Optimization exercise on an open flow, not production practice.
RTL: at most simulated, not proved equivalent.
Function not checked: run 1.
Clock network not from TritonCTS: run 6.
The clock port is an ideal driver here.
Power: default activity.

==> flow/design.v (outline; a module is shown in full before it is edited, if it fits) <==
// module fft_fa: 10 lines
// module fft_f7: 174 lines
// module fft8_top: 695 lines
module fft8_top (
    input  logic         clk,
    input  logic         rst_n,
    input  logic [79:0]  sample,
    output logic [159:0] result
);
  // ...
==> flow/flow/run.sh <==
#!/bin/bash
export BUFFER_PORTS_ARGS="-buffer_cell sky130_fd_sc_hd__buf_1"
export CTS_ARGS="-sink_clustering_enable -repair_clock_nets -sink_clustering_size 30 -sink_clustering_max_diameter 60"
bash standard.sh > standard.log 2>&1
==> flow/standard.sh <==
#!/bin/bash
# synth_recipe.tcl (not shown) runs the flow's synth.tcl, then flattens the netlist and writes it again
# the make line also repeats each setting of config.mk as NAME=value (left out here)
make -C /OpenROAD-flow-scripts/flow DESIGN_CONFIG=/design/flow/config.mk WORK_HOME=/design/flow/orfs CLKGATE_MAP_FILE= SYNTH_SCRIPT=/design/flow/synth_recipe.tcl "${@:-finish}"
==> flow/config.mk <==
export PLATFORM = sky130hd
export DESIGN_NAME = fft8_top
export DESIGN_NICKNAME = fft8_top
export VERILOG_FILES = /design/flow/design.v
export SDC_FILE = /design/flow/constraint.sdc
export NUM_CORES = 4
export LEC_CHECK = 0
export CAP_MARGIN = 20
export CORE_MARGIN = 2
export CORE_UTILIZATION = 60
export GPL_TIMING_DRIVEN = 1
export SLEW_MARGIN = 20
export SYNTH_HIERARCHICAL = 1
export SYNTH_MINIMUM_KEEP_SIZE = 0
==> flow/constraint.sdc <==
create_clock -name core_clock -period 16.0 [get_ports {clk}]
set_input_delay 3.2000 -clock core_clock [delete_from_list [all_inputs] [get_ports {clk}]]
set_output_delay 3.2000 -clock core_clock [all_outputs]
set_load 0.01 [all_outputs]
==> impl.org, run 1 <==
** Outcome
- The flow ran to the end and the layout has no timing, DRC or antenna violations.

** Routing
- For this run, design rule violations remaining after detail routing come to 0.
- Sum of met2 wire segment lengths after detailed routing :: 21.5 mm
- The routed design has between 40 and 50 mm of wire.
- Dividing the detail-routed wire length by the instance count gives 17.5 um.

** Global route
- GR peak layer :: met2
- For this run, global-route usage on met3 was measured as 0.0258.
- The number of global-route vias before repair was 12800.
- Combined global-route utilization of all metal layers :: 0.211

** Layout
- Layout Cells excl Fill :: 2604
- The library cell used most frequently in the layout, excluding fill and tap cells, is sky130_fd_sc_hd__dfxtp_1.
- Inverters :: 218
- Multi-input logic gates represent a cell area share of 0.352.

** STA
- Number of slew-limit violations in the final report :: 0
- The number of endpoints with negative hold slack in the final report came to 0.
- Slew of the pin with the lowest slew margin :: a little over 0.9 ns
- Setup violations remaining at the end of the flow were counted as 0.

** Power and ir drop
- Power spread over the standard cell area amounts to 228 nW/um^2.
- Power drawn by the clock network :: ~1.1 mW

** Setup path
- Gate family responsible for the most delay along the worst path :: adder cells
- Counting both buffers and inverters, the worst setup path holds a total of 3.
- Launching element of the worst setup path :: a5i[0]$_DFF_P_
- Type of destination of the critical path :: register
- Setup slack on the worst reg-to-reg path comes out at around 10 ns.
- Largest fanout on the critical path :: 10
- The critical path crosses 20 cells after its start point.

** Min path
- Worst hold start :: r1[9]$_DFF_P_
- Worst min-delay path class :: register to register

** Synthesis
- sky130_fd_sc_hd__dfxtp_1 takes more of the synthesized area than any other cell.
- The area fraction in compound gates after synthesis came to 0.0400.
- By area, the combinational part of the netlist is dominated by adder cells.
- Yosys printed 7 warnings.
- Of the total synthesized cell area, the portion taken by full adders, half adders and majority gates is 0.253.
- In this run, synthesis inferred 0 flip-flops with an integrated enable.
- Of the total synthesized cell area, the portion taken by AND, OR, NAND and NOR gates is 0.0606.
- After synthesis, the share of flip-flops with an asynchronous set or reset is 0.208.
- Multiplexer fraction of the synthesized cell area :: 0.00941

** Clock tree
- Clock slew seen by the registers of the worst setup and hold paths :: roughly 0.10 ns
- Clock tree from TritonCTS :: built
- Number of buffers inserted during clock tree synthesis :: 38
- After clock tree synthesis, the repair step resized 0 gates.

** Placement
- Counting tap cells, the placed design contains a total of 2534 instances.
- Timing analysis after detailed placement gives a worst setup slack of ~10 ns.

** Floorplan
- TAP cells :: 539
==> run 2: changes to the inputs <==
--- a/flow/design.v
+++ b/flow/design.v
@@ -193,38 +193,37 @@
     input  logic [79:0]  sample,
     output logic [159:0] result
 );
     logic [5:0] v;
     always_ff @(posedge clk or negedge rst_n) begin
         if (!rst_n) v <= '0;
         else        v <= {v[4:0], 1'b1};
     end
-    logic [79:0] r1, r2, r3;
+    logic [79:0] r1, r2;
     always_ff @(posedge clk) begin
         r1 <= sample;
         r2 <= r1;
-        r3 <= r2;
     end
-    wire [4:0] x0r = r3[9:5];
-    wire [4:0] x0i = r3[4:0];
-    wire [4:0] x1r = r3[19:15];
-    wire [4:0] x1i = r3[14:10];
-    wire [4:0] x2r = r3[29:25];
-    wire [4:0] x2i = r3[24:20];
-    wire [4:0] x3r = r3[39:35];
-    wire [4:0] x3i = r3[34:30];
-    wire [4:0] x4r = r3[49:45];
-    wire [4:0] x4i = r3[44:40];
-    wire [4:0] x5r = r3[59:55];
-    wire [4:0] x5i = r3[54:50];
-    wire [4:0] x6r = r3[69:65];
-    wire [4:0] x6i = r3[64:60];
-    wire [4:0] x7r = r3[79:75];
-    wire [4:0] x7i = r3[74:70];
+    wire [4:0] x0r = r2[9:5];
+    wire [4:0] x0i = r2[4:0];
+    wire [4:0] x1r = r2[19:15];
+    wire [4:0] x1i = r2[14:10];
+    wire [4:0] x2r = r2[29:25];
+    wire [4:0] x2i = r2[24:20];
+    wire [4:0] x3r = r2[39:35];
+    wire [4:0] x3i = r2[34:30];
+    wire [4:0] x4r = r2[49:45];
+    wire [4:0] x4i = r2[44:40];
+    wire [4:0] x5r = r2[59:55];
+    wire [4:0] x5i = r2[54:50];
+    wire [4:0] x6r = r2[69:65];
+    wire [4:0] x6i = r2[64:60];
+    wire [4:0] x7r = r2[79:75];
+    wire [4:0] x7i = r2[74:70];
     wire [5:0] a0r_d;
     wire [5:1] a0r_d_c;
     assign a0r_d[0] = x0r[0] ^ x4r[0];
     assign a0r_d_c[1] = x0r[0] & x4r[0];
     fft_fa u_a0r_d_1 (.a(x0r[1]), .b(x4r[1]), .ci(a0r_d_c[1]), .s(a0r_d[1]), .co(a0r_d_c[2]));
     fft_fa u_a0r_d_2 (.a(x0r[2]), .b(x4r[2]), .ci(a0r_d_c[2]), .s(a0r_d[2]), .co(a0r_d_c[3]));
     fft_fa u_a0r_d_3 (.a(x0r[3]), .b(x4r[3]), .ci(a0r_d_c[3]), .s(a0r_d[3]), .co(a0r_d_c[4]));
     fft_fa u_a0r_d_4 (.a(x0r[4]), .b(x4r[4]), .ci(a0r_d_c[4]), .s(a0r_d[4]), .co(a0r_d_c[5]));
@@ -538,39 +537,58 @@
     assign b7i_d[0] = a5i[0] ^ a7r[0];
     assign b7i_d_c[1] = a5i[0] & a7r[0];
     fft_fa u_b7i_d_1 (.a(a5i[1]), .b(a7r[1]), .ci(b7i_d_c[1]), .s(b7i_d[1]), .co(b7i_d_c[2]));
     fft_fa u_b7i_d_2 (.a(a5i[2]), .b(a7r[2]), .ci(b7i_d_c[2]), .s(b7i_d[2]), .co(b7i_d_c[3]));
     fft_fa u_b7i_d_3 (.a(a5i[3]), .b(a7r[3]), .ci(b7i_d_c[3]), .s(b7i_d[3]), .co(b7i_d_c[4]));
     fft_fa u_b7i_d_4 (.a(a5i[4]), .b(a7r[4]), .ci(b7i_d_c[4]), .s(b7i_d[4]), .co(b7i_d_c[5]));
     fft_fa u_b7i_d_5 (.a(a5i[5]), .b(a7r[5]), .ci(b7i_d_c[5]), .s(b7i_d[5]), .co(b7i_d_c[6]));
     assign b7i_d[6] = a5i[5] ^ a7r[5] ^ b7i_d_c[6];
-    wire [6:0] f5r_d;
-    fft_f7 u_f5r (.x(b5r_d), .f(f5r_d));
-    wire [6:0] f5i_d;
-    fft_f7 u_f5i (.x(b5i_d), .f(f5i_d));
-    wire [6:0] f7r_d;
-    fft_f7 u_f7r (.x(b7r_d), .f(f7r_d));
-    wire [6:0] f7i_d;
-    fft_f7 u_f7i (.x(b7i_d), .f(f7i_d));
-    logic [6:0] b0r, b0i, b1r, b1i, b2r, b2i, b3r, b3i, b4r, b4i, b6r, b6i;
-    logic [6:0] f5r, f5i, f7r, f7i;
+    logic [6:0] b0r, b0i, b1r, b1i, b2r, b2i, b3r, b3i, b4r, b4i, b5r, b5i, b6r, b6i, b7r, b7i;
     always_ff @(posedge clk) begin
         b0r <= b0r_d;
         b0i <= b0i_d;
         b1r <= b1r_d;
         b1i <= b1i_d;
         b2r <= b2r_d;
         b2i <= b2i_d;
         b3r <= b3r_d;
         b3i <= b3i_d;
         b4r <= b4r_d;
         b4i <= b4i_d;
+        b5r <= b5r_d;
+        b5i <= b5i_d;
         b6r <= b6r_d;
         b6i <= b6i_d;
+        b7r <= b7r_d;
+        b7i <= b7i_d;
+    end
+    wire [6:0] f5r_d;
+    fft_f7 u_f5r (.x(b5r), .f(f5r_d));
+    wire [6:0] f5i_d;
+    fft_f7 u_f5i (.x(b5i), .f(f5i_d));
+    wire [6:0] f7r_d;
+    fft_f7 u_f7r (.x(b7r), .f(f7r_d));
+    wire [6:0] f7i_d;
+    fft_f7 u_f7i (.x(b7i), .f(f7i_d));
+    logic [6:0] e0r, e0i, e1r, e1i, e2r, e2i, e3r, e3i, e4r, e4i, e6r, e6i;
+    logic [6:0] f5r, f5i, f7r, f7i;
+    always_ff @(posedge clk) begin
+        e0r <= b0r;
+        e0i <= b0i;
+        e1r <= b1r;
+        e1i <= b1i;
+        e2r <= b2r;
+        e2i <= b2i;
+        e3r <= b3r;
+        e3i <= b3i;
+        e4r <= b4r;
+        e4i <= b4i;
+        e6r <= b6r;
+        e6i <= b6i;
         f5r <= f5r_d;
         f5i <= f5i_d;
         f7r <= f7r_d;
         f7i <= f7i_d;
     end
     wire [7:0] t1r_d;
     wire [7:1] t1r_d_c;
     assign t1r_d[0] = f5r[0] ^ f5i[0];
@@ -613,28 +631,28 @@
     fft_fa u_u3_d_3 (.a(f7r[3]), .b(f7i[3]), .ci(u3_d_c[3]), .s(u3_d[3]), .co(u3_d_c[4]));
     fft_fa u_u3_d_4 (.a(f7r[4]), .b(f7i[4]), .ci(u3_d_c[4]), .s(u3_d[4]), .co(u3_d_c[5]));
     fft_fa u_u3_d_5 (.a(f7r[5]), .b(f7i[5]), .ci(u3_d_c[5]), .s(u3_d[5]), .co(u3_d_c[6]));
     fft_fa u_u3_d_6 (.a(f7r[6]), .b(f7i[6]), .ci(u3_d_c[6]), .s(u3_d[6]), .co(u3_d_c[7]));
     assign u3_d[7] = f7r[6] ^ f7i[6] ^ u3_d_c[7];
     logic [6:0] c0r, c0i, c1r, c1i, c2r, c2i, c3r, c3i, c4r, c4i, c6r, c6i;
     logic [7:0] t1r, t1i, t3r, u3;
     always_ff @(posedge clk) begin
-        c0r <= b0r;
-        c0i <= b0i;
-        c1r <= b1r;
-        c1i <= b1i;
-        c2r <= b2r;
-        c2i <= b2i;
-        c3r <= b3r;
-        c3i <= b3i;
-        c4r <= b4r;
-        c4i <= b4i;
-        c6r <= b6r;
-        c6i <= b6i;
+        c0r <= e0r;
+        c0i <= e0i;
+        c1r <= e1r;
+        c1i <= e1i;
+        c2r <= e2r;
+        c2i <= e2i;
+        c3r <= e3r;
+        c3i <= e3i;
+        c4r <= e4r;
+        c4i <= e4i;
+        c6r <= e6r;
+        c6i <= e6i;
         t1r <= t1r_d;
         t1i <= t1i_d;
         t3r <= t3r_d;
         u3  <= u3_d;
     end
     wire [8:0] y0r_d;
     wire [8:1] y0r_d_c;
     assign y0r_d[0] = c0r[0] ^ c4r[0];
==> flow/config.mk (replaced) <==
export PLATFORM = sky130hd
export DESIGN_NAME = fft8_top
export DESIGN_NICKNAME = fft8_top
export VERILOG_FILES = /design/flow/design.v
export SDC_FILE = /design/flow/constraint.sdc
export NUM_CORES = 4
export LEC_CHECK = 0
export CAP_MARGIN = 20
export CORE_MARGIN = 2
export CORE_UTILIZATION = 60
export SLEW_MARGIN = 20
export SYNTH_HIERARCHICAL = 1
export SYNTH_MINIMUM_KEEP_SIZE = 0
==> impl.org, run 2 <==
** Outcome
- The run finished with no timing, DRC or antenna violations.

** Synthesis
- Synthesized area divided by synthesized cell count :: 14.1 um^2
- Commonest cells in the netlist :: sky130_fd_sc_hd__dfxtp_1 (566), sky130_fd_sc_hd__fa_1 (280), sky130_fd_sc_hd__inv_1 (214), sky130_fd_sc_hd__dfrtp_1 (142), sky130_fd_sc_hd__and2_1 (120)
- Number of standard cells after synthesis :: 1841
- After synthesis the cells add up to roughly 26000 um^2.
- Leading cell type by number of instances after synthesis :: sky130_fd_sc_hd__dfxtp_1
- sky130_fd_sc_hd__dfxtp_1 takes more of the synthesized area than any other cell.
- Yosys top cell area share :: 0.436
- Post-synth EDFFs :: 0 (unchanged)
- After synthesis, the netlist uses 45 different library cells.
- Register area share after synthesis :: 0.572
- After synthesis, the cell types taking the most area are sky130_fd_sc_hd__dfxtp_1 (44%), sky130_fd_sc_hd__fa_1 (22%), sky130_fd_sc_hd__dfrtp_1 (14%).
- Post-synthesis sequential element count :: roughly 700
- Post-synthesis async set-or-reset flop share :: 0.201 (-0.00704)
- The warning count from the yosys run was 7 (unchanged).
- Net count of the mapped netlist :: between 2000 and 2500
- The most used flip-flop cell after synthesis is sky130_fd_sc_hd__dfxtp_1.

** Layout
- Post-Route Utilization :: 0.668
- Commonest non-fill, non-tap cell in the layout :: sky130_fd_sc_hd__dfxtp_1
- Leaving out fill and tap cells, the most frequent cells in the layout are sky130_fd_sc_hd__dfxtp_1 (566), sky130_fd_sc_hd__fa_1 (280), sky130_fd_sc_hd__buf_1 (240), sky130_fd_sc_hd__inv_1 (214), sky130_fd_sc_hd__dfrtp_1 (141).
- Synthesis-to-layout area growth :: 10.2%
- Layout Cells excl Fill :: 2673 (+2.6%)
- Fraction of layout instances using a drive strength above 1 :: 0.0479
- Fill cells in the final layout number 3218.
- # nets final :: 2492
- Registers with the most flip-flops :: r1 x80, r2 x80
- Diode insertion count for antenna repair :: 0

** Clock tree
- In this run the number of H-tree levels came out at 2.
- The clock passes through at most 3 buffers.
- TritonCTS built the clock tree.
- The number of buffers created by CTS is 40 (+5.3%).
- The cell sitting at the root of the clock tree is a sky130_fd_sc_hd__clkbuf_16.
- For the worst-skew pair, the clock arrives at the later sink with an insertion delay of 0.59 ns.
- Clock slew seen by the registers of the worst setup and hold paths :: 0.10 ns (about the same)
- Hold bufs inserted after CTS :: 0
- The tree built by TritonCTS fans out to 708 sinks.
- Post CTS Setup Buffer Count :: 0
- The number of resized instances in the post-cts repair step is 0 (unchanged).

** Placement
- Routability-driven placement finished with a final weighted congestion of 0.838.
- The total placed cells including tap cells came to 2605 (+2.8%).
- Summed over all nets, the half-perimeter wirelength after detailed placement is around 37 mm.
- Buffers placed on the I/O ports in this run total 241.

** Power and ir drop
- Sw Ratio :: 0.374
- Total net switching power :: 2.40 mW
- Leak pwr :: 12.5 nW
- The share of total power dissipated in the clock network is 0.182.
- Power per cell area :: 224 nW/um^2 (-1.8%)
- Of the total power, combinational logic draws 0.361.
- Internal power comes to 4.02 mW.
- Part of the total power dissipated in sequential elements :: 0.457
- Worst supply voltage drop on vdd :: 0.153 mV

** STA
- Post-route clock period utilization :: 0.273
- Final hold analysis gives a worst-case slack of ~0.32 ns.
- The number of endpoints with negative hold slack in the final report was 0 (unchanged).
- The final number of setup-violating endpoints was 0 (unchanged).
- Max Clock Skew :: about 0.026 ns
- Post-route minimum period :: 4.38 ns
- The number of max-slew violations in the final report was 0 (unchanged).
- Setup repair after global routing left no endpoint under its margin.
- Relative slew slack :: 0.506
- Setup tns final :: 0 ns
- Slew of the pin with the lowest slew margin :: 0.741 ns (-0.192 ns)
- Maximum clock frequency :: 229 MHz

** Global route
- Via count of the first global-routing pass :: 12900 (+1.2%)
- Maximum number of pins on one net before global-route repair :: 90
- The number of antenna violations at the first check in global routing is 4.
- Global route total overflow :: 0
- First-pass GRT wire length :: roughly 70 mm
- The total global routing track utilization was 0.209 (-0.00161).

** Routing
- Total length of routed wires :: 45.7 mm (+0.51%)
- Number of nets still failing antenna checks after routing :: 0
- Dividing the detail-routed via count by the number of cells gives 4.77.
- The routed length per instance came to 17.1 um (-2.1%).
- Total DRC errors in the routed layout :: 0 (unchanged)
- Via count :: 12800
- The first routing iteration left between 700 and 800 violations.
- Length of the first detailed-routing pass in iterations :: 5

** Floorplan
- The floorplan has 76 rows.
- DIE AREA :: 45000 um^2
- In this run the vertical extent of the chip is 212 um.
- During I/O placement, the number of pins put on the boundary was 242.
- Core outline area :: approximately 43000 um^2
- Effective utilization at floorplan :: 0.606
- The die is approximately 210 um wide.

** Setup path
- For the worst setup path, the data arrival time is between 1 and 1.5 ns.
- Critical path's largest stage delay :: 0.42 ns
- Kind of launch point of the worst setup path :: register
- Gate family responsible for the most delay along the worst path :: flip-flops
- For the worst setup path, the data required time is between 10 and 15 ns.
- Largest fanout on the critical path :: 2 (-8)
- The buffering stage count on the worst path with inverters included is 1 (-2).
- STA classifies the critical path endpoint as a primary output.
- The critical path is of the register to primary output type.
- Traced cell by cell, the critical path runs through buf_1.
- The slowest stage of the critical path belongs to the cell sky130_fd_sc_hd__dfrtp_1.
- The reg-to-reg setup timing slack is 12.03 ns (+2.04 ns).

** Flow run
- Number of max-cap violations :: 0

** Min path
- Worst min-delay path class :: register to register
[run 2: cells by family after synthesis]
family,Yosys count,synth area share
XOR/XNOR,70,0.0236
AO/OA/AOI/OAI,128,0.0393
flip-flops,708,0.572
buffers and inverters,282,0.0475
other,1,0.000144
multiplexers,24,0.00924
AND/OR/NAND/NOR,280,0.0595
adder cells (fa/ha/maj),348,0.248
[run 2: Yosys stat by module (local to each module, per instance)]
module	cells inside	times used	flip-flops and latches	area [um^2]
fft8_top	1229	1	708	18200
fft_f7	83	4	0	556
fft_fa	1	280	0	20.0
[run 2: cell type report]
type                       count  area (um^2)  area share
clock buffer                  41         1030      0.0358
clock inverter                27          388      0.0135
inverter                     218          818      0.0286
multi-input combinational    851         9880       0.345
sequential                   708        14900       0.519
tap                          585          732      0.0255
timing repair buffer         243          927      0.0323
[run 2: path summary, 6_finish.rpt]
check,from,end,cells past startpoint
setup / recovery,y5r[8]$_DFF_PN0_,result[118],1
min in group asynchronous,rst_n,y6i[7]$_DFF_PN0_,1
hold / removal,e0i[5]$_DFF_P_,c0i[5]$_DFF_P_,0
max in group asynchronous,rst_n,v[5]$_DFF_PN0_,2
setup reg to reg,c6r[0]$_DFF_P_,y2i[8]$_DFF_PN0_,11
hold reg to reg,e0i[5]$_DFF_P_,c0i[5]$_DFF_P_,0
[run 2: power by group through the flow]
stage	combinational (mW)	sequential [mW]	clock, mW
floorplan	1.62	2.83	0
global placement	2.28	2.98	0
detailed placement	2.35	2.99	0
CTS	2.36	2.95	1.20
global route	2.68	3.02	1.27
finish	2.32	2.93	1.17
[run 2: stage by stage]
| stage | power, mW | instance area [um^2] | setup WS (ns) |
|---|---|---|---|
| after floorplan | 4.44 | 26000 | 12.26 |
| after global placement | 5.25 | 27200 | 11.03 |
| after detailed placement | 5.34 | 27200 | 10.99 |
| after CTS | 6.51 | 28700 | 11.59 |
| after global routing | 6.96 | 28700 | 11.57 |
| final | 6.43 | 28700 | 11.62 |
[run 2: routing by layer]
metal	vias to the layer above	global-route usage	wire [um]
li1	6099	-	-
met1	6281	0.296	20900
met2	317	0.341	21800
met3	66	0.0288	1970
met4	0	0.0629	1060
met5	-	0	0
==> run 3: changes to the inputs <==
==> flow/flow/run.sh (replaced) <==
#!/bin/bash
# The standard ORFS layout, with three changes:
#  - the smallest buffer (sky130_fd_sc_hd__buf_1) on every port,
#  - larger clock-tree sink clusters,
#  - after placement, each flip-flop that drives an output buffer is moved
#    next to that buffer (flow/pull_out_ffs.tcl) and the placement legalized.
# Each tool's full output goes to a log of its own in this folder.
set -euo pipefail
export BUFFER_PORTS_ARGS="-buffer_cell sky130_fd_sc_hd__buf_1"
export CTS_ARGS="-sink_clustering_enable -repair_clock_nets -sink_clustering_size 30 -sink_clustering_max_diameter 60"
bash standard.sh place > standard_place.log 2>&1
PLACE_ODB=orfs/results/${FLOW_PLATFORM}/fft8_top/base/3_place.odb \
  openroad -no_init -exit flow/pull_out_ffs.tcl > pull_out_ffs.log 2>&1
bash standard.sh > standard.log 2>&1
==> flow/flow/pull_out_ffs.tcl (new file) <==
# Moves every flip-flop that drives an output-port buffer next to that buffer,
# then legalizes the placement. Reads and writes the placed database given in
# the environment (PLACE_ODB).
read_db $::env(PLACE_ODB)
set block [ord::get_db_block]
set moved 0
set sumx [dict create]
set sumy [dict create]
set cnt [dict create]
foreach bterm [$block getBTerms] {
  if {[$bterm getIoType] ne "OUTPUT"} { continue }
  set net [$bterm getNet]
  set buf ""
  foreach it [$net getITerms] {
    if {[$it isOutputSignal]} { set buf [$it getInst] }
  }
  if {$buf eq ""} { continue }
  set innet ""
  foreach it [$buf getITerms] {
    if {[$it isInputSignal]} { set innet [$it getNet] }
  }
  if {$innet eq ""} { continue }
  set ff ""
  foreach it [$innet getITerms] {
    if {[$it isOutputSignal]} { set ff [$it getInst] }
  }
  if {$ff eq ""} { continue }
  if {![string match "*df*" [[$ff getMaster] getName]]} { continue }
  set bb [$buf getBBox]
  set x [expr {([$bb xMin] + [$bb xMax]) / 2}]
  set y [expr {([$bb yMin] + [$bb yMax]) / 2}]
  set name [$ff getName]
  if {![dict exists $cnt $name]} {
    dict set cnt $name 0
    dict set sumx $name 0
    dict set sumy $name 0
  }
  dict incr cnt $name
  dict set sumx $name [expr {[dict get $sumx $name] + $x}]
  dict set sumy $name [expr {[dict get $sumy $name] + $y}]
}
foreach name [dict keys $cnt] {
  set ff [$block findInst $name]
  set n [dict get $cnt $name]
  set x [expr {[dict get $sumx $name] / $n}]
  set y [expr {[dict get $sumy $name] / $n}]
  set m [$ff getMaster]
  $ff setLocation [expr {$x - [$m getWidth] / 2}] [expr {$y - [$m getHeight] / 2}]
  $ff setPlacementStatus PLACED
  incr moved
}
puts "pull_out_ffs: moved $moved flip-flops"
detailed_placement
check_placement -verbose
write_db $::env(PLACE_ODB)
==> impl.org, run 3 <==
** Placement
- The post-DP HPWL was 36.9 mm (unchanged).
- The total placed cells including tap cells was 2605 (unchanged).
- The quantity of I/O buffers inserted on ports is 241 (unchanged).
- The routability congestion estimate is 0.838 (unchanged).
- The setup slack after placement is 10.99 ns (unchanged).

** Synthesis
- Post-synthesis sequential element count :: 708 (unchanged)
- After synthesis, the largest family of logic cells by area is adder cells.
- Post-synthesis share of cell area spent on xor and xnor gates :: 0.0236 (unchanged)
- The post-synthesis share of cell area spent on full adders, half adders and majority gates is 0.248 (unchanged).
- Synthesized-area fraction occupied by ao, oa, aoi and oai cells :: 0.0393 (unchanged)
- Simple-gate portion of the synthesized area :: 0.0595 (unchanged)
- Post-synthesis async set-or-reset flop share :: 0.201 (unchanged)
- For this run, the leading register cell type out of synthesis is sky130_fd_sc_hd__dfxtp_1.
- Ranked by instance count, the synthesized netlist is headed by sky130_fd_sc_hd__dfxtp_1 (566), sky130_fd_sc_hd__fa_1 (280), sky130_fd_sc_hd__inv_1 (214), sky130_fd_sc_hd__dfrtp_1 (142), sky130_fd_sc_hd__and2_1 (120).
- Number of standard cells after synthesis :: 1841 (unchanged)
- The number of enable-type register cells in the synthesized netlist is 0 (unchanged).
- By area the synthesized netlist is led by sky130_fd_sc_hd__dfxtp_1 (44%), sky130_fd_sc_hd__fa_1 (22%), sky130_fd_sc_hd__dfrtp_1 (14%).
- The area share of the largest cell type after synthesis was 0.436 (unchanged).
- The biggest area contributor in the post-synthesis netlist is sky130_fd_sc_hd__dfxtp_1.
- Yosys cell types :: 45 (unchanged)
- Register area share after synthesis :: 0.572 (unchanged)
- The warning count from the yosys run was 7 (unchanged).
- sky130_fd_sc_hd__dfxtp_1 is the most common cell in the netlist.
- Netlist Area Pre-Place :: 26000 um^2 (unchanged)
- The share of cell area taken by muxes after synthesis is 0.00924 (unchanged).
- The post-synthesis average cell area came to 14.1 um^2 (unchanged).
- Net count of the mapped netlist :: 2271 (unchanged)

** STA
- The worst slew margin relative to its limit is 0.503 (-0.00310).
- The final number of setup-violating endpoints is 0 (unchanged).
- The peak clock frequency supported by timing was 229 MHz (+0.31%).
- Final WS setup :: 11.64 ns (+0.0136 ns)
- Number of slew-limit violations in the final report :: 0 (unchanged)
- Slew of the pin with the lowest slew margin :: 0.745 ns (+0.00465 ns)
- The final setup TNS is 0 ns (unchanged).
- The ratio of final minimum period to clock period was 0.273 (-0.000850).
- The worst clock skew on the final layout is 0.0378 ns (+0.0113 ns).
- The shortest clock period the worst path allows after layout is 4.36 ns (-0.0136 ns).
- Setup repair after global routing left no endpoint under its margin.
- Hold Violations, Final :: 0 (unchanged)

** Layout
- Total area of multi-input combinational cells :: 9880 um^2 (unchanged)
- The layout cell share with drive strength beyond 1 is 0.0488 (+0.000864).
- Registers with the most flip-flops :: r1 x80, r2 x80
- Commonest non-fill, non-tap cell in the layout :: sky130_fd_sc_hd__dfxtp_1
- Diode insertion count for antenna repair :: 0 (unchanged)
- The count of non-filler cells in the finished layout was 2677 (+0.15%).
- The final standard cell utilization of the core is 0.670 (+0.00178).
- The number of fill cells in the layout is 3163 (-1.7%).
- # nets final :: 2492 (unchanged)
- Compared with the post-synthesis result, the final layout area differs by 10.5%.
- Flip-flop and latch area :: 14900 um^2 (unchanged)
- Leading cell types in the layout, fill and taps excluded :: sky130_fd_sc_hd__dfxtp_1 (566), sky130_fd_sc_hd__fa_1 (280), sky130_fd_sc_hd__buf_1 (240), sky130_fd_sc_hd__inv_1 (214), sky130_fd_sc_hd__dfrtp_1 (141)

** Setup path
- The reg-to-reg setup timing slack came to 11.97 ns (-0.06 ns).
- The startpoint identified for the worst register-to-register timing path is c6r[0]$_DFF_P_.
- The required arrival time at the worst endpoint came to 12.80 ns (about the same).
- The kind of cell with the highest combined delay along the critical path is flip-flops.
- STA classifies the critical path endpoint as a primary output.
- In this run the critical register-to-register path is captured at y2i[8]$_DFF_PN0_.
- Critical Setup Path Class :: register to primary output
- The worst setup path is launched from a register.
- Critical path buffer and inverter count :: 1 (unchanged)
- Cell-by-cell listing of the critical path :: buf_1
- Largest fanout on the critical path :: 2 (unchanged)
- Critical path's largest stage delay :: 0.40 ns (-0.02 ns)
- Depth of the worst register-to-register path :: 11 (unchanged)
- The arrival time at the worst endpoint was 1.16 ns (-0.02 ns).
- On the critical path, the stage with the largest delay is an instance of sky130_fd_sc_hd__dfrtp_1.

** Clock tree
- The total clock sinks came to 708 (unchanged).
- The total number of H-tree levels came to 2 (unchanged).
- Number of gates resized after cts :: 0 (unchanged)
- Post CTS Setup Buffer Count :: 0 (unchanged)
- The number of buffers created by CTS was 40 (unchanged).
- Clock slew seen by the registers of the worst setup and hold paths :: 0.10 ns (about the same)
- The buffer levels on the longest clock path came to 3 (unchanged).
- TritonCTS built the clock tree.
- CTS Root Cell :: sky130_fd_sc_hd__clkbuf_16
- Clock insertion delay at the later pin of the skew report :: 0.59 ns (about the same)
- The number of hold buffers added after CTS came to 0 (unchanged).

** Global route
- Via count of the first global-routing pass :: 13200 (+2.5%)
- The wire length of the first global-routing pass came to 73.8 mm (+5.4%).
- Maximum number of pins on one net before global-route repair :: 90 (unchanged)
- Initial antenna violation count :: 5 (+1)
- Combined global-route utilization of all metal layers :: 0.222 (+0.0126)
- The overflow left after global routing was 0 (unchanged).

** Floorplan
- The core area is 42900 um^2 (unchanged).
- Effective utilization at floorplan :: 0.606 (unchanged)
- DIE AREA :: 45000 um^2 (unchanged)
- The number of placement rows came to 76 (unchanged).
- The die outline height was 212 um (unchanged).
- The x dimension of the die came to 212 um (unchanged).
- Top-level I/O count :: 242 (unchanged)

** Routing
- Initial drt markers :: 907 (+17%)
- The count of antenna-violating nets left after detailed routing was 0 (unchanged).
- Routed length per placed instance :: 18.0 um (+5.3%)
- Total DRC errors in the routed layout :: 0 (unchanged)
- Total length of routed wires :: 48.2 mm (+5.4%)
- The via density per instance is 4.82 (+1.0%).
- The via count was 12900 (+1.2%).
- Length of the first detailed-routing pass in iterations :: 5 (unchanged)

** Min path
- Worst min-delay path class :: register to register
- Number of stages on the worst hold path :: 0 (unchanged)
- For hold timing, the worst endpoint is c6i[1]$_DFF_P_.
- In this run the most critical hold path is launched from e6i[1]$_DFF_P_.

** Power and ir drop
- The worst ir drop on vdd came to 0.147 mV (-3.9%).
- The reported leakage power came to 12.5 nW (+0.25%).
- The total power density per cell area was 227 nW/um^2 (+1.1%).

** Flow run
- The max-capacitance violation count came to 0 (unchanged).

** Outcome
- Outcome :: complete, no violations
==> run 3: cell counts after synthesis <==
No cell type changed its count.
==> run 3: worst max path at each step <==
stage | slack (ns) | to | cells after the start | start
2_1_floorplan | 12.26 | result[100] | 1 | y5i[0]$_DFF_PN0_
5_1_grt | 11.57 | result[38] | 1 | y1r[8]$_DFF_PN0_
4_1_cts | 11.60 | result[38] | 1 | y1r[8]$_DFF_PN0_
3_3_place_gp | 11.03 | v[5]$_DFF_PN0_ | 2 | rst_n
3_5_place_dp | 10.99 | v[5]$_DFF_PN0_ | 2 | rst_n
6_report | 11.64 | result[38] | 1 | y1r[8]$_DFF_PN0_
==> run 3: Yosys stat by module, one instance, submodules excluded <==
module,cells,flip-flops and latches
fft_f7,83,0
fft8_top,1229,708
fft_fa,1,0
==> run 3: power by group <==
group	switching, mW	leakage, nW	internal, mW
combinational	1.32	5.21	1.07
sequential	0.522	6.60	2.41
clock	0.624	0.720	0.569
total	2.47	12.5	4.05
==> run 3: kinds of logic after synthesis <==
family | Yosys count
AO/OA/AOI/OAI | 128
XOR/XNOR | 70
adder cells (fa/ha/maj) | 348
buffers and inverters | 282
flip-flops | 708
multiplexers | 24
other | 1
AND/OR/NAND/NOR | 280
==> run 3: per-stage QoR <==
step	area, um^2	power, mW	hold slack (ns)
after floorplan	26000	4.44	0.310
after global placement	27200	5.25	0.310
after detailed placement	27200	5.34	0.312
after CTS	28700	6.61	0.316
after global routing	28700	7.06	0.319
final	28700	6.52	0.312
==> run 3: cell type report <==
cell class	instances	share of cell area
multi-input cells	851	0.344
repair buffers	243	0.0323
flip-flops and latches	708	0.518
clock inverters	26	0.0137
well taps	585	0.0255
clock buffers	46	0.0382
inverters	218	0.0285
==> run 3: layer usage <==
metal  wire length, um  GRT usage
met5                 0          0
met4              1060     0.0634
met3              2140     0.0347
met2             23300      0.365
met1             21700      0.309
==> run 3: worst reg2reg max path, cell delays in order (launching register included) <==
cell and delay (ns):
sky130_fd_sc_hd__dfxtp_1 0.43, sky130_fd_sc_hd__ha_1 0.18, sky130_fd_sc_hd__inv_1 0.05, sky130_fd_sc_hd__fa_1 0.39, sky130_fd_sc_hd__fa_1 0.40, sky130_fd_sc_hd__fa_1 0.39
sky130_fd_sc_hd__fa_1 0.39, sky130_fd_sc_hd__fa_1 0.48, sky130_fd_sc_hd__fa_1 0.42, sky130_fd_sc_hd__fa_1 0.39, sky130_fd_sc_hd__nand2b_1 0.15, sky130_fd_sc_hd__mux2i_1 0.25
==> run 4: changes to the inputs <==
--- a/flow/config.mk
+++ b/flow/config.mk
@@ -7,2 +7,3 @@
 export LEC_CHECK = 0
+export ABC_AREA = 1
 export CAP_MARGIN = 20
==> impl.org, run 4 <==
** Outcome
- The flow ran to the end and the layout has no timing, DRC or antenna violations.

** Synthesis
- The gate count of the mapped netlist came to 2142 (+16%).
- Simple-gate portion of the synthesized area :: 0.0901 (+0.0306)
- The post-synthesis average cell area is 12.3 um^2 (-13%).
- The most common cell in the synthesized netlist is sky130_fd_sc_hd__dfxtp_1.
- The largest total area in the synthesized netlist belongs to sky130_fd_sc_hd__dfxtp_1.
- Yosys cell types :: 29 (-36%)
- Post-synth EDFFs :: 0 (unchanged)
- The warning count from the yosys run is 7 (unchanged).
- The area fraction in compound gates after synthesis was 0.00799 (-0.0313).
- Sorting the synthesized cells by area gives the leading types as sky130_fd_sc_hd__dfxtp_1 (43%), sky130_fd_sc_hd__fa_1 (21%), sky130_fd_sc_hd__dfrtp_1 (14%).
- Multiplexer fraction of the synthesized cell area :: 0 (-0.00924)
- Yosys top cell area share :: 0.431 (-0.00518)
- The share of async-settable or async-resettable flops after synthesis was 0.201 (unchanged).
- After synthesis, the largest family of logic cells by area is adder cells.
- Register area share after synthesis :: 0.566 (-0.00680)
- Post-synthesis share of cell area spent on xor and xnor gates :: 0.0160 (-0.00760)
- Netlist Area Pre-Place :: 26300 um^2 (+1.2%)
- The number of storage elements in the synthesis netlist came to 708 (unchanged).
- After synthesis, the most frequently instantiated cells are sky130_fd_sc_hd__dfxtp_1 (566), sky130_fd_sc_hd__inv_1 (407), sky130_fd_sc_hd__nand2_1 (352), sky130_fd_sc_hd__fa_1 (280), sky130_fd_sc_hd__dfrtp_1 (142).
- Post-Synth Adder-Cell Area :: 0.245 (-0.00295)
- Net count of the mapped netlist :: 2572 (+13%)
- In the synthesized netlist the dominant register cell turns out to be sky130_fd_sc_hd__dfxtp_1.

** Setup path
- Critical Setup Path Class :: register to primary output
- The arrival time at the worst endpoint is 1.13 ns (-0.03 ns).
- Cell-by-cell listing of the critical path :: buf_1
- The maximum fanout encountered on the critical timing path is 2 (unchanged).
- Launching element of the worst setup path :: y4r[8]$_DFF_PN0_
- STA classifies the critical path startpoint as a register.
- The worst setup path is captured at a primary output.
- Critical path buffer and inverter count :: 1 (unchanged)
- Required time worst endpoint :: 12.80 ns (about the same)
- The startpoint identified for the worst register-to-register timing path is c6r[0]$_DFF_P_.
- The largest stage delay on the critical path was 0.37 ns (-0.03 ns).
- On the critical path, the stage with the largest delay is an instance of sky130_fd_sc_hd__dfrtp_1.
- Gate family responsible for the most delay along the worst path :: flip-flops

** Layout
- Synthesis-to-layout area growth :: 10.7%
- Leaving out fill and tap cells, the most frequent cells in the layout are sky130_fd_sc_hd__dfxtp_1 (566), sky130_fd_sc_hd__inv_1 (407), sky130_fd_sc_hd__nand2_1 (352), sky130_fd_sc_hd__fa_1 (280), sky130_fd_sc_hd__buf_1 (240).
- The number of fill cells in the layout was 3257 (+3.0%).
- Registers with the most flip-flops :: r1 x80, r2 x80
- Leaving out fill and tap cells, the most frequent cell in the layout is sky130_fd_sc_hd__dfxtp_1.
- Fraction of layout instances using a drive strength above 1 :: 0.0645 (+0.0158)
- # nets final :: 2816 (+13%)
- Diode insertion count for antenna repair :: 0 (unchanged)

** STA
- Final WS setup :: 11.67 ns (+0.0326 ns)
- The peak clock frequency supported by timing came to 231 MHz (+0.75%).
- The final setup TNS came to 0 ns (unchanged).
- The worst slew margin relative to its limit is 0.469 (-0.0345).
- Endpoints failing setup :: 0 (unchanged)
- Unrepaired setup endpoints after global routing :: no
- The number of max-slew violations in the final report was 0 (unchanged).
- Max Clock Skew :: 0.0283 ns (-0.00946 ns)
- The ratio of final minimum period to clock period was 0.271 (-0.00204).
- The shortest clock period the worst path allows after layout is 4.33 ns (-0.0326 ns).
- The number of endpoints with negative hold slack in the final report was 0 (unchanged).
- The worst hold slack across all endpoints was 0.312 ns (+0.000445 ns).
- The actual slew at the worst max-slew pin is 0.797 ns (+0.0517 ns).

** Floorplan
- Chip width :: 213 um (+0.59%)
- Die Ht :: 213 um (+0.59%)
- Top-level I/O count :: 242 (unchanged)
- The core area is 43200 um^2 (+0.67%).
- The die area came to 45600 um^2 (+1.2%).
- The number of placement rows was 76 (unchanged).
- The starting utilization of the core area is 0.610 (+0.00324).

** Min path
- The startpoint identified for the worst hold timing path is e0r[2]$_DFF_P_.
- The min-delay analysis places its worst path in the category register to register.

** Placement
- The setup slack after placement was 10.97 ns (-0.0132 ns).
- The post-DP HPWL came to 35.9 mm (-2.9%).
- The quantity of I/O buffers inserted on ports was 241 (unchanged).
- Routability cong. :: 0.852 (+1.7%)

** Clock tree
- Post CTS Setup Buffer Count :: 0 (unchanged)
- The buffer levels on the longest clock path is 3 (unchanged).
- Clock sink count :: 708 (unchanged)
- The tree is rooted in a sky130_fd_sc_hd__clkbuf_16.
- Clock slew seen by the registers of the worst setup and hold paths :: 0.10 ns (about the same)
- Clock insertion delay at the later pin of the skew report :: 0.60 ns (about the same)
- Number of buffers inserted during clock tree synthesis :: 41 (+2.5%)
- Clock tree from TritonCTS :: built
- The number of hold buffers added after CTS was 0 (unchanged).
- The number of resized instances in the post-cts repair step came to 0 (unchanged).
- The total number of H-tree levels came to 2 (unchanged).

** Global route
- The number of antenna violations at the first check in global routing came to 4 (-1).
- GR peak layer :: met2
- The met3 track demand over resource in global routing was 0.0312 (-0.00352).
- Via count of the first global-routing pass :: 14500 (+9.2%)
- First-pass GRT wire length :: 73.6 mm (-0.36%)
- The largest net degree at the start of global routing is 83 (-7.8%).
- Met2 capacity usage during global routing :: 0.364 (-0.000756)
- Met1 capacity usage during global routing :: 0.285 (-0.0240)
- The overflow left after global routing came to 0 (unchanged).
- Combined global-route utilization of all metal layers :: 0.214 (-0.00829)

** Routing
- The number of iterations in the first detailed-routing pass is 5 (unchanged).
- The starting DRC count in detailed routing was 717 (-21%).
- The via count came to 13700 (+6.1%).
- The routed length per instance was 15.3 um (-15%).
- The count of antenna-violating nets left after detailed routing was 0 (unchanged).
- The via density per instance is 4.56 (-5.4%).
- The final routed DRC violation total came to 0 (unchanged).
- The detailed-route wire length is 46.0 mm (-4.5%).

** Power and ir drop
- Leak pwr :: 14.2 nW (+14%)
- The total power after layout came to 6.44 mW (-1.2%).
- The worst ir drop on vdd was 0.118 mV (-20%).
- The total power density per cell area is 221 nW/um^2 (-2.6%).

** Flow run
- Number of max-cap violations :: 0 (unchanged)
## run 4: changes by cell type in the layout (fill, tap and decap cells not counted), moves of 27 or more
cell / delta
sky130_fd_sc_hd__and2_1: -120
sky130_fd_sc_hd__inv_1: +193
sky130_fd_sc_hd__nand2_1: +296
sky130_fd_sc_hd__nand2_2: +28
sky130_fd_sc_hd__nand2b_1: -27
sky130_fd_sc_hd__nand3_1: +44
sky130_fd_sc_hd__nor2_1: +48
## run 4: per-stage QoR
stage          std cells   util  area, um^2
2_1_floorplan       2142      -       26300
3_3_place_gp        2928  0.640       27600
3_5_place_dp        2928  0.640       27600
4_1_cts             3002  0.675       29100
5_1_grt             3002  0.675       29100
6_report            3002  0.675       29100
## run 4: final timing paths
kind,cells after the start,slack [ns],end
max,1,11.67,result[99]
min,0,0.31,c0r[2]$_DFF_P_
max reg2reg,11,11.98,y0r[8]$_DFF_PN0_
min reg2reg,0,0.31,c0r[2]$_DFF_P_
max in group asynchronous,2,12.06,v[5]$_DFF_PN0_
min in group asynchronous,1,2.73,y2i[8]$_DFF_PN0_
## run 4: Yosys stat by module (local to each module, per instance)
| module | flip-flops and latches | times used |
|---|---|---|
| fft8_top | 708 | 1 |
| fft_f7 | 0 | 4 |
| fft_fa | 0 | 280 |
## run 4: cells by family (layout without fill, tap and decap cells)
group                    count (synthesis)  after routing
buffers and inverters                  465            740
other                                    1              1
flip-flops                             708            708
AO/OA/AOI/OAI                           28             28
XOR/XNOR                                48             48
AND/OR/NAND/NOR                        544            544
adder cells (fa/ha/maj)                348            348
## run 4: metal layers
layer / wire (um) / part of all wire
met2: 22500 / 0.49
met5: 0 / 0
met1: 20500 / 0.44
met3: 1840 / 0.040
met4: 1210 / 0.026
## run 4: power by group
group	internal [mW]	switching (mW)
sequential	2.40	0.470
combinational	0.969	1.38
clock	0.595	0.623
total	3.97	2.47
## run 4: layout make-up
cell class	count	area, um^2	area share
flip-flops and latches	708	14900	0.511
clock inverters	29	447	0.0153
clock buffers	45	1080	0.0372
multi-input cells	969	9460	0.325
well taps	585	732	0.0251
repair buffers	243	927	0.0318
inverters	423	1600	0.0550
==> run 5: changes to the inputs <==
--- a/flow/flow/run.sh
+++ b/flow/flow/run.sh
@@ -9,3 +9,3 @@
 export BUFFER_PORTS_ARGS="-buffer_cell sky130_fd_sc_hd__buf_1"
-export CTS_ARGS="-sink_clustering_enable -repair_clock_nets -sink_clustering_size 30 -sink_clustering_max_diameter 60"
+export CTS_ARGS="-sink_clustering_enable -repair_clock_nets -sink_clustering_size 30 -sink_clustering_max_diameter 60 -sink_clustering_levels 1"
 bash standard.sh place > standard_place.log 2>&1
--- a/flow/config.mk
+++ b/flow/config.mk
@@ -7,3 +7,2 @@
 export LEC_CHECK = 0
-export ABC_AREA = 1
 export CAP_MARGIN = 20
==> impl.org, run 5 <==
** Placement
- Placed cells :: 2605 (-11%)
- Routability cong. :: 0.838 (-1.7%)
- Count of port buffers added during placement :: 241 (unchanged)
- Area of placed instances :: 27200 um^2 (-1.3%)
- The post-DP HPWL was 36.9 mm (+3.0%).
- The setup slack after placement is 10.99 ns (+0.0132 ns).

** STA
- The final setup TNS was 0 ns (unchanged).
- Post-route clock period utilization :: 0.273 (+0.00204)
- Max Clock Skew :: 0.0378 ns (+0.00946 ns)
- Unrepaired setup endpoints after global routing :: no
- Maximum clock frequency :: 229 MHz (-0.75%)
- The number of endpoints with negative hold slack in the final report came to 0 (unchanged).
- Final WS setup :: 11.64 ns (-0.0326 ns)
- Post-route minimum period :: 4.36 ns (+0.0326 ns)
- Slew of the pin with the lowest slew margin :: 0.745 ns (-0.0517 ns)
- The worst slew margin relative to its limit was 0.503 (+0.0345).
- The final number of setup-violating endpoints is 0 (unchanged).
- Number of slew-limit violations in the final report :: 0 (unchanged)

** Layout
- The largest registers in the layout are r1 x80, r2 x80.
- Leaving out fill and tap cells, the most frequent cell in the layout is sky130_fd_sc_hd__dfxtp_1.
- Fraction of layout instances using a drive strength above 1 :: 0.0488 (-0.0158)
- The post-route standard cell area excluding fillers was 28700 um^2 (-1.4%).
- Leading cell types in the layout, fill and taps excluded :: sky130_fd_sc_hd__dfxtp_1 (566), sky130_fd_sc_hd__fa_1 (280), sky130_fd_sc_hd__buf_1 (240), sky130_fd_sc_hd__inv_1 (214), sky130_fd_sc_hd__dfrtp_1 (141)
- The final standard cell utilization of the core came to 0.670 (-0.00496).
- The count of non-filler cells in the finished layout came to 2677 (-11%).
- The area growth from synthesis to layout is 10.5%.
- # nets final :: 2492 (-12%)
- The antenna diode count is 0 (unchanged).

** Routing
- Number of nets still failing antenna checks after routing :: 0 (unchanged)
- Length of the first detailed-routing pass in iterations :: 5 (unchanged)
- The final routed DRC violation total came to 0 (unchanged).
- The via density per instance was 4.82 (+5.7%).
- The starting DRC count in detailed routing was 907 (+26%).
- The routed length per instance came to 18.0 um (+17%).
- The via count was 12900 (-5.8%).
- The detailed-route wire length is 48.2 mm (+4.7%).

** Synthesis
- By instance count, the leading cell after synthesis is sky130_fd_sc_hd__dfxtp_1.
- The number of enable-type register cells in the synthesized netlist is 0 (unchanged).
- Largest cells by area after synthesis :: sky130_fd_sc_hd__dfxtp_1 (44%), sky130_fd_sc_hd__fa_1 (22%), sky130_fd_sc_hd__dfrtp_1 (14%)
- Synthesized area divided by synthesized cell count :: 14.1 um^2 (+15%)
- Netlist Area Pre-Place :: 26000 um^2 (-1.2%)
- The net count of the mapped netlist is 2271 (-12%).
- The gate count of the mapped netlist came to 1841 (-14%).
- The distinct cell type count of the synthesized netlist was 45 (+55%).
- By count the netlist is led by sky130_fd_sc_hd__dfxtp_1 (566), sky130_fd_sc_hd__fa_1 (280), sky130_fd_sc_hd__inv_1 (214), sky130_fd_sc_hd__dfrtp_1 (142), sky130_fd_sc_hd__and2_1 (120).
- Post-synthesis async set-or-reset flop share :: 0.201 (unchanged)
- The area share of the largest cell type after synthesis is 0.436 (+0.00518).
- The number of storage elements in the synthesis netlist is 708 (unchanged).
- Register area share after synthesis :: 0.572 (+0.00680)
- Of all cell types, the one taking the most synthesized area is sky130_fd_sc_hd__dfxtp_1.
- The warning count from the yosys run came to 7 (unchanged).
- For this run, the leading register cell type out of synthesis is sky130_fd_sc_hd__dfxtp_1.

** Clock tree
- In this run the clock root is driven by a sky130_fd_sc_hd__clkbuf_16.
- The number of buffers created by CTS came to 40 (-2.4%).
- Post CTS Setup Buffer Count :: 0 (unchanged)
- The number of resized instances in the post-cts repair step came to 0 (unchanged).
- The number of hold buffers added after CTS came to 0 (unchanged).
- Clock insertion delay at the later pin of the skew report :: 0.59 ns (about the same)
- Clk buf depth :: 3 (unchanged)
- The clock input transition at the sequential cells of the worst setup and hold paths came to 0.10 ns (about the same).
- The total number of H-tree levels came to 2 (unchanged).
- Clock tree from TritonCTS :: built
- Clock sink count :: 708 (unchanged)

** Floorplan
- Core outline area :: 42900 um^2 (-0.66%)
- The number of placement rows is 76 (unchanged).
- The die area came to 45000 um^2 (-1.2%).
- The die outline height was 212 um (-0.59%).
- The x dimension of the die is 212 um (-0.59%).
- Top-level I/O count :: 242 (unchanged)
- Effective utilization at floorplan :: 0.606 (-0.00324)

** Global route
- Initial antenna violation count :: 5 (+1)
- Via count of the first global-routing pass :: 13200 (-8.4%)
- The total global routing track utilization came to 0.222 (+0.00829).
- Global route total overflow :: 0 (unchanged)
- Maximum number of pins on one net before global-route repair :: 90 (+8.4%)
- First-pass GRT wire length :: 73.8 mm (+0.37%)

** Setup path
- Cell-by-cell listing of the critical path :: buf_1
- The kind of cell with the highest combined delay along the critical path is flip-flops.
- Largest fanout on the critical path :: 2 (unchanged)
- The critical path is of the register to primary output type.
- The worst setup path is captured at a primary output.
- Critical path's largest stage delay :: 0.40 ns (+0.03 ns)
- The buffering stage count on the worst path with inverters included came to 1 (unchanged).
- STA classifies the critical path startpoint as a register.
- Among all stages on the critical path, the largest delay is contributed by sky130_fd_sc_hd__dfrtp_1.
- The required arrival time at the worst endpoint was 12.80 ns (about the same).
- The arrival time at the worst endpoint came to 1.16 ns (+0.03 ns).

** Outcome
- The run finished with no timing, DRC or antenna violations.

** Flow run
- The max-capacitance violation count is 0 (unchanged).

** Power and ir drop
- The reported leakage power is 12.5 nW (-12%).
- Worst supply voltage drop on vdd :: 0.147 mV (+25%)
- The total power density per cell area came to 227 nW/um^2 (+2.7%).

** Min path
- The min-delay analysis places its worst path in the category register to register.
run 5: changes by cell type after synthesis, sizes merged, moves of 18 or more:
cell	previous run	this run
nand2b	0	27
mux2i	0	24
and2	0	120
nor2	76	24
nand3	76	12
xnor2	22	45
o21ai	12	36
nand2	380	56
clkbuf	0	18
inv	419	218
run 5: cells by family after synthesis:
kind of cell,share of synthesized area
flip-flops,0.572
multiplexers,0.00924
buffers and inverters,0.0475
AND/OR/NAND/NOR,0.0595
XOR/XNOR,0.0236
adder cells (fa/ha/maj),0.248
AO/OA/AOI/OAI,0.0393
other,0.000144
run 5: Yosys stat by module, one instance, submodules excluded:
module | cells | flops+latches
fft8_top | 1229 | 708
fft_f7 | 83 | 0
fft_fa | 1 | 0
run 5: final timing paths:
path	from	to	slack, ns	depth (start not counted)
min	e6i[1]$_DFF_P_	c6i[1]$_DFF_P_	0.31	0
min reg2reg	e6i[1]$_DFF_P_	c6i[1]$_DFF_P_	0.31	0
min in group asynchronous	rst_n	y0r[8]$_DFF_PN0_	2.68	1
max	y1r[8]$_DFF_PN0_	result[38]	11.64	1
max in group asynchronous	rst_n	v[5]$_DFF_PN0_	12.09	2
max reg2reg	c6r[0]$_DFF_P_	y2i[8]$_DFF_PN0_	11.97	11
run 5: worst register-to-register path: cells and delay by family, from the launching register on:
kind | cells | cell delay (ns)
fa+ha+maj | 8 | 3.04
buf+inv | 1 | 0.05
flops | 1 | 0.43
mux | 1 | 0.25
simple gates | 1 | 0.15
run 5: cell type report:
cell class,instances,area (um^2)
sequential,708,14900
fill,3163,14100
multi-input combinational,851,9880
clock buffer,46,1100
timing repair buffer,243,927
inverter,218,818
tap,585,732
clock inverter,26,393
run 5: stage by stage:
| stage | hold slack (ns) | power (mW) |
|---|---|---|
| 2_1_floorplan | 0.310 | 4.44 |
| 3_3_place_gp | 0.310 | 5.25 |
| 3_5_place_dp | 0.312 | 5.34 |
| 4_1_cts | 0.316 | 6.61 |
| 5_1_grt | 0.319 | 7.06 |
| 6_report | 0.312 | 6.52 |
run 5: where the power goes:
| group | total [mW] | leakage [nW] | switching, mW | internal (mW) |
|---|---|---|---|---|
| combinational | 2.39 | 5.21 | 1.32 | 1.07 |
| sequential | 2.93 | 6.60 | 0.522 | 2.41 |
| clock | 1.19 | 0.720 | 0.624 | 0.569 |
| total | 6.52 | 12.5 | 2.47 | 4.05 |
run 5: metal layers:
metal,vias to the layer above,GRT usage,part of all wire
li1,6104,-,-
met3,65,0.0347,0.044
met4,0,0.0634,0.022
met2,313,0.365,0.48
met5,-,0,0
met1,6431,0.309,0.45
==> run 6: changes to the inputs <==
==> flow/flow/run.sh (replaced) <==
#!/bin/bash
# The standard ORFS layout (standard.sh), with these changes:
#  - the smallest buffer (sky130_fd_sc_hd__buf_1) on every port;
#  - after placement, each flip-flop that drives an output-port buffer is
#    moved next to that buffer and the placement legalized (pull_out_ffs.tcl);
#  - the clock tree is built by clock_tree.tcl instead of TritonCTS: clock
#    port -> four root clkbuf_16 -> leaf clkbuf_16 per cluster of about 26
#    flip-flops, every flip-flop behind the same two buffer stages; then hold
#    repair and legalization as ORFS's cts step does;
#  - the rest (global and detailed routing, finishing) is standard.sh again.
# Each tool's full output goes to a log of its own in this folder.
set -euo pipefail
export BUFFER_PORTS_ARGS="-buffer_cell sky130_fd_sc_hd__buf_1"
RES=orfs/results/${FLOW_PLATFORM}/fft8_top/base
bash standard.sh place > standard_place.log 2>&1
PLACE_ODB=$RES/3_place.odb openroad -no_init -exit flow/pull_out_ffs.tcl > pull_out_ffs.log 2>&1
RES=$RES PLATFORM_DIR=$FLOW_HOME/platforms/$FLOW_PLATFORM LEAF_SIZE=26 \
  openroad -no_init -exit flow/clock_tree.tcl > clock_tree.log 2>&1
cp $RES/4_1_cts.odb $RES/4_cts.odb
bash standard.sh > standard.log 2>&1
==> flow/flow/clock_tree.tcl (new file) <==
# Clock tree built by hand in place of TritonCTS: the clock port drives four
# root buffers (one per quadrant of the sinks), each root drives the leaf
# buffers of its quadrant, and each leaf buffer drives one k-means cluster of
# flip-flop clock pins. All buffers are sky130_fd_sc_hd__clkbuf_16, so every
# flip-flop sees the same number of buffer stages. Then the steps that ORFS's
# cts.tcl runs after clock_tree_synthesis: legalization and timing repair.
# Environment: RES (ORFS results folder), PLATFORM_DIR, LEAF_SIZE.
set res $::env(RES)
read_liberty $::env(PLATFORM_DIR)/lib/sky130_fd_sc_hd__tt_025C_1v80.lib
read_db $res/3_place.odb
read_sdc $res/3_place.sdc
source $::env(PLATFORM_DIR)/setRC.tcl
set_dont_use [concat [get_lib_cells */sky130_fd_sc_hd__lpflow_*] [get_lib_cells */sky130_fd_sc_hd__probe*]]

set db [ord::get_db]
set block [ord::get_db_block]
set clknet [[$block findBTerm clk] getNet]
set master [$db findMaster sky130_fd_sc_hd__clkbuf_16]

# sinks: every instance pin on the clock net
set sinks {}
foreach it [$clknet getITerms] {
  set bb [[$it getInst] getBBox]
  lappend sinks [list $it [expr {([$bb xMin] + [$bb xMax]) / 2.0}] [expr {([$bb yMin] + [$bb yMax]) / 2.0}]]
}
set n [llength $sinks]
set k [expr {int(ceil(double($n) / $::env(LEAF_SIZE)))}]
puts "clock_tree: $n sinks, $k leaf clusters"

# k-means on the sink positions, seeded on a grid over their bounding box
proc kmeans {pts k iters} {
  set xs {}; set ys {}
  foreach p $pts { lappend xs [lindex $p 1]; lappend ys [lindex $p 2] }
  set x0 [tcl::mathfunc::min {*}$xs]; set x1 [tcl::mathfunc::max {*}$xs]
  set y0 [tcl::mathfunc::min {*}$ys]; set y1 [tcl::mathfunc::max {*}$ys]
  set cols [expr {int(ceil(sqrt($k)))}]
  set rows [expr {int(ceil(double($k) / $cols))}]
  set cx {}; set cy {}
  for {set i 0} {$i < $k} {incr i} {
    set c [expr {$i % $cols}]; set r [expr {$i / $cols}]
    lappend cx [expr {$x0 + ($c + 0.5) * ($x1 - $x0) / $cols}]
    lappend cy [expr {$y0 + ($r + 0.5) * ($y1 - $y0) / $rows}]
  }
  set assign {}
  for {set it 0} {$it < $iters} {incr it} {
    set assign {}
    set sx [lrepeat $k 0.0]; set sy [lrepeat $k 0.0]; set sn [lrepeat $k 0]
    foreach p $pts {
      set px [lindex $p 1]; set py [lindex $p 2]
      set best 0; set bd 1e30
      for {set i 0} {$i < $k} {incr i} {
        set d [expr {abs($px - [lindex $cx $i]) + abs($py - [lindex $cy $i])}]
        if {$d < $bd} { set bd $d; set best $i }
      }
      lappend assign $best
      lset sx $best [expr {[lindex $sx $best] + $px}]
      lset sy $best [expr {[lindex $sy $best] + $py}]
      lset sn $best [expr {[lindex $sn $best] + 1}]
    }
    for {set i 0} {$i < $k} {incr i} {
      if {[lindex $sn $i] > 0} {
        lset cx $i [expr {[lindex $sx $i] / [lindex $sn $i]}]
        lset cy $i [expr {[lindex $sy $i] / [lindex $sn $i]}]
      }
    }
  }
  return [list $assign $cx $cy]
}

proc place_at {inst x y} {
  set m [$inst getMaster]
  $inst setLocation [expr {int($x - [$m getWidth] / 2)}] [expr {int($y - [$m getHeight] / 2)}]
  $inst setPlacementStatus PLACED
}

lassign [kmeans $sinks $k 20] assign cx cy

# rebalance: nearest-first assignment with a capacity per leaf
set cap [expr {int(ceil(1.1 * $n / $k))}]
set pairs {}
set j 0
foreach p $sinks {
  for {set i 0} {$i < $k} {incr i} {
    lappend pairs [list [expr {abs([lindex $p 1] - [lindex $cx $i]) + abs([lindex $p 2] - [lindex $cy $i])}] $j $i]
  }
  incr j
}
set assign [lrepeat $n -1]
set cnt [lrepeat $k 0]
foreach pr [lsort -real -index 0 $pairs] {
  lassign $pr d j i
  if {[lindex $assign $j] >= 0 || [lindex $cnt $i] >= $cap} { continue }
  lset assign $j $i
  lset cnt $i [expr {[lindex $cnt $i] + 1}]
}
# leaf position: centroid of its sinks
set sx [lrepeat $k 0.0]; set sy [lrepeat $k 0.0]
set j 0
foreach p $sinks {
  set i [lindex $assign $j]
  lset sx $i [expr {[lindex $sx $i] + [lindex $p 1]}]
  lset sy $i [expr {[lindex $sy $i] + [lindex $p 2]}]
  incr j
}
for {set i 0} {$i < $k} {incr i} {
  if {[lindex $cnt $i] > 0} {
    lset cx $i [expr {[lindex $sx $i] / [lindex $cnt $i]}]
    lset cy $i [expr {[lindex $sy $i] / [lindex $cnt $i]}]
  }
}
# leaves that received no sink are dropped
set leaves {}
for {set i 0} {$i < $k} {incr i} {
  set members {}
  set j 0
  foreach p $sinks {
    if {[lindex $assign $j] == $i} { lappend members [lindex $p 0] }
    incr j
  }
  if {[llength $members] > 0} {
    lappend leaves [list $members [lindex $cx $i] [lindex $cy $i]]
  }
}
set sizes {}
foreach l $leaves { lappend sizes [llength [lindex $l 0]] }
puts "clock_tree: leaf sizes $sizes"

# roots: k-means of the leaf positions into four groups
set lpts {}
set j 0
foreach l $leaves { lappend lpts [list $j [lindex $l 1] [lindex $l 2]]; incr j }
lassign [kmeans $lpts 4 20] rassign rcx rcy

set roots {}
for {set r 0} {$r < 4} {incr r} {
  if {[lsearch -exact $rassign $r] < 0} { lappend roots ""; continue }
  set inst [odb::dbInst_create $block $master "cts_root_$r"]
  set net [odb::dbNet_create $block "clk_root_$r"]
  $net setSigType CLOCK
  [$inst findITerm A] connect $clknet
  [$inst findITerm X] connect $net
  place_at $inst [lindex $rcx $r] [lindex $rcy $r]
  lappend roots $net
}
set j 0
foreach l $leaves {
  set inst [odb::dbInst_create $block $master "cts_leaf_$j"]
  set net [odb::dbNet_create $block "clk_leaf_$j"]
  $net setSigType CLOCK
  [$inst findITerm A] connect [lindex $roots [lindex $rassign $j]]
  [$inst findITerm X] connect $net
  foreach it [lindex $l 0] {
    $it disconnect
    $it connect $net
  }
  place_at $inst [lindex $l 1] [lindex $l 2]
  incr j
}

set_propagated_clock [all_clocks]
estimate_parasitics -placement
detailed_placement
estimate_parasitics -placement
report_clock_skew
report_clock_latency
repair_timing -hold -hold_margin 0 -verbose
detailed_placement
check_placement -verbose
estimate_parasitics -placement
report_clock_skew
report_worst_slack -max
report_worst_slack -min
write_db $res/4_1_cts.odb
write_sdc $res/4_cts.sdc
==> impl.org, run 6 <==
** STA
- The worst clock skew on the final layout was 0.0689 ns (+0.0311 ns).
- Unrepaired setup endpoints after global routing :: no
- Maximum clock frequency :: 241 MHz (+5.3%)
- The post-route worst setup slack is 11.86 ns (+0.218 ns).
- Number of slew-limit violations in the final report :: 0 (unchanged)
- Post-route clock period utilization :: 0.259 (-0.0136)
- Setup tns final :: 0 ns (unchanged)
- The final number of setup-violating endpoints is 0 (unchanged).
- The shortest clock period the worst path allows after layout is 4.14 ns (-0.218 ns).
- The worst slew margin relative to its limit came to 0.512 (+0.00941).
- Slew of the pin with the lowest slew margin :: 0.731 ns (-0.0141 ns)

** Synthesis
- Synth warn :: 7 (unchanged)
- The number of storage elements in the synthesis netlist was 708 (unchanged).
- Net count of the mapped netlist :: 2271 (unchanged)
- Commonest cells in the netlist :: sky130_fd_sc_hd__dfxtp_1 (566), sky130_fd_sc_hd__fa_1 (280), sky130_fd_sc_hd__inv_1 (214), sky130_fd_sc_hd__dfrtp_1 (142), sky130_fd_sc_hd__and2_1 (120)
- After synthesis, the cell types taking the most area are sky130_fd_sc_hd__dfxtp_1 (44%), sky130_fd_sc_hd__fa_1 (22%), sky130_fd_sc_hd__dfrtp_1 (14%).
- Yosys top cell area share :: 0.436 (unchanged)
- The number of enable-type register cells in the synthesized netlist is 0 (unchanged).
- For this run, the leading register cell type out of synthesis is sky130_fd_sc_hd__dfxtp_1.
- The share of async-settable or async-resettable flops after synthesis is 0.201 (unchanged).
- The gate count of the mapped netlist is 1841 (unchanged).
- Yosys cell types :: 45 (unchanged)
- The post-synthesis average cell area came to 14.1 um^2 (unchanged).
- By instance count, the leading cell after synthesis is sky130_fd_sc_hd__dfxtp_1.
- Cell taking the most area after synthesis :: sky130_fd_sc_hd__dfxtp_1

** Setup path
- Cell with the biggest individual delay on the critical path :: sky130_fd_sc_hd__buf_6
- Critical Setup Path Class :: input port to asynchronous set/reset pin
- The worst setup path is launched from an input port.
- Cell-by-cell listing of the critical path :: clkbuf_4 > buf_6
- The largest stage delay on the critical path is 0.67 ns (+0.27 ns).
- Gate family responsible for the most delay along the worst path :: buffers and inverters
- The maximum fanout encountered on the critical timing path was 89 (+87).

** Global route
- Maximum number of pins on one net before global-route repair :: 90 (unchanged)
- Global route total overflow :: 0 (unchanged)
- The number of global-route vias before repair came to 13000 (-1.7%).
- The total global routing track utilization was 0.216 (-0.00582).
- The number of antenna violations at the first check in global routing is 5 (unchanged).
- The wire length of the first global-routing pass is 73.4 mm (-0.56%).

** Floorplan
- Chip width :: 212 um (unchanged)
- The die area was 45000 um^2 (unchanged).
- The die outline height is 212 um (unchanged).
- Effective utilization at floorplan :: 0.606 (unchanged)
- The number of placement rows is 76 (unchanged).
- Core outline area :: 42900 um^2 (unchanged)

** Placement
- Post-DP HPWL :: 36.9 mm (unchanged)
- Pre-CTS WS :: 10.99 ns (unchanged)
- Routability cong. :: 0.838 (unchanged)

** Layout
- # nets final :: 2484 (-0.32%)
- Diode insertion count for antenna repair :: 0 (unchanged)
- Fraction of layout instances using a drive strength above 1 :: 0.0312 (-0.0176)
- The count of non-filler cells in the finished layout was 2637 (-1.5%).
- The largest registers in the layout are r1 x80, r2 x80.
- Leading cell types in the layout, fill and taps excluded :: sky130_fd_sc_hd__dfxtp_1 (566), sky130_fd_sc_hd__fa_1 (280), sky130_fd_sc_hd__buf_1 (240), sky130_fd_sc_hd__inv_1 (214), sky130_fd_sc_hd__dfrtp_1 (141)
- The library cell used most frequently in the layout, excluding fill and tap cells, is sky130_fd_sc_hd__dfxtp_1.
- Synthesis-to-layout area growth :: 7.87%

** Routing
- Via count :: 12900 (-0.34%)
- Length of the first detailed-routing pass in iterations :: 5 (unchanged)
- The count of antenna-violating nets left after detailed routing came to 0 (unchanged).
- The routed length per instance is 18.2 um (+1.4%).
- DR vias/cell :: 4.88 (+1.2%)
- Total DRC errors in the routed layout :: 0 (unchanged)
- The detailed-route wire length was 48.1 mm (-0.12%).

** Outcome
- The flow ran to the end and the layout has no timing, DRC or antenna violations.

** Clock tree
- Clock slew seen by the registers of the worst setup and hold paths :: 0.10 ns (about the same)
- Clock insertion delay at the later pin of the skew report :: 0.39 ns (-0.20 ns)

** Power and ir drop
- The total power density per cell area was 220 nW/um^2 (-2.8%).
- The reported leakage power is 12.2 nW (-2.6%).
- The total power after layout is 6.18 mW (-5.2%).
- The worst ir drop on vdd was 0.138 mV (-6.1%).

** Flow run
- Number of max-cap violations :: 0 (unchanged)

** Min path
- The min-delay analysis places its worst path in the category register to register.
[run 6: stage by stage]
stage               utilization  area [um^2]  hold WS (ns)
global route              0.654        28000         0.326
floorplan                     -        26000         0.310
global placement          0.635        27200         0.310
finish                    0.654        28000         0.314
detailed placement        0.635        27200         0.312
[run 6: worst paths after layout]
path,start,end,cells past startpoint,slack (ns)
worst max-delay path,rst_n,v[5]$_DFF_PN0_,2,11.86
min in group asynchronous,rst_n,y4i[2]$_DFF_PN0_,1,2.88
worst max register to register,c6r[0]$_DFF_P_,y2i[8]$_DFF_PN0_,11,11.90
max in group core_clock,y2i[3]$_DFF_PN0_,result[43],1,11.87
worst min-delay path,b3i[5]$_DFF_P_,e3i[5]$_DFF_P_,0,0.31
worst min register to register,b3i[5]$_DFF_P_,e3i[5]$_DFF_P_,0,0.31
[run 6: cell families after synthesis]
kind of cell,after synthesis,synth area share
AO/OA/AOI/OAI,128,0.0393
adder cells (fa/ha/maj),348,0.248
flip-flops,708,0.572
buffers and inverters,282,0.0475
other,1,0.000144
XOR/XNOR,70,0.0236
multiplexers,24,0.00924
AND/OR/NAND/NOR,280,0.0595
[run 6: worst reg2reg max path: stages (launching register included)]
cell	delay, ns
sky130_fd_sc_hd__dfxtp_1	0.42
sky130_fd_sc_hd__ha_1	0.18
sky130_fd_sc_hd__inv_1	0.05
sky130_fd_sc_hd__fa_1	0.39
sky130_fd_sc_hd__fa_1	0.40
sky130_fd_sc_hd__fa_1	0.39
sky130_fd_sc_hd__fa_1	0.39
sky130_fd_sc_hd__fa_1	0.50
sky130_fd_sc_hd__fa_1	0.43
sky130_fd_sc_hd__fa_1	0.39
sky130_fd_sc_hd__nand2b_1	0.15
sky130_fd_sc_hd__mux2i_1	0.27
[run 6: final cells by class]
cell class	instances	area (um^2)
sequential	708	14900
fill	3233	14800
multi-input combinational	851	9880
timing repair buffer	243	927
inverter	218	818
buffer	32	801
tap	585	732
[run 6: per-layer routing]
layer	track usage	vias to the layer above	share of wire
li1	-	6044	-
met1	0.315	6438	0.45
met2	0.362	336	0.48
met3	0.0227	51	0.048
met4	0.0325	0	0.017
met5	0	-	0
[run 6: Yosys stat by module (local to each module, per instance)]
| module | cell area [um^2] | times used | flip-flops and latches |
|---|---|---|---|
| fft_fa | 20.0 | 280 | 0 |
| fft_f7 | 556 | 4 | 0 |
| fft8_top | 18200 | 1 | 708 |
[run 6: power breakdown]
group	leakage [nW]	switching (mW)	total [mW]	internal, mW
logic	5.21	1.32	2.39	1.07
registers	6.60	0.521	2.93	2.41
clock network	0.394	0.495	0.856	0.361
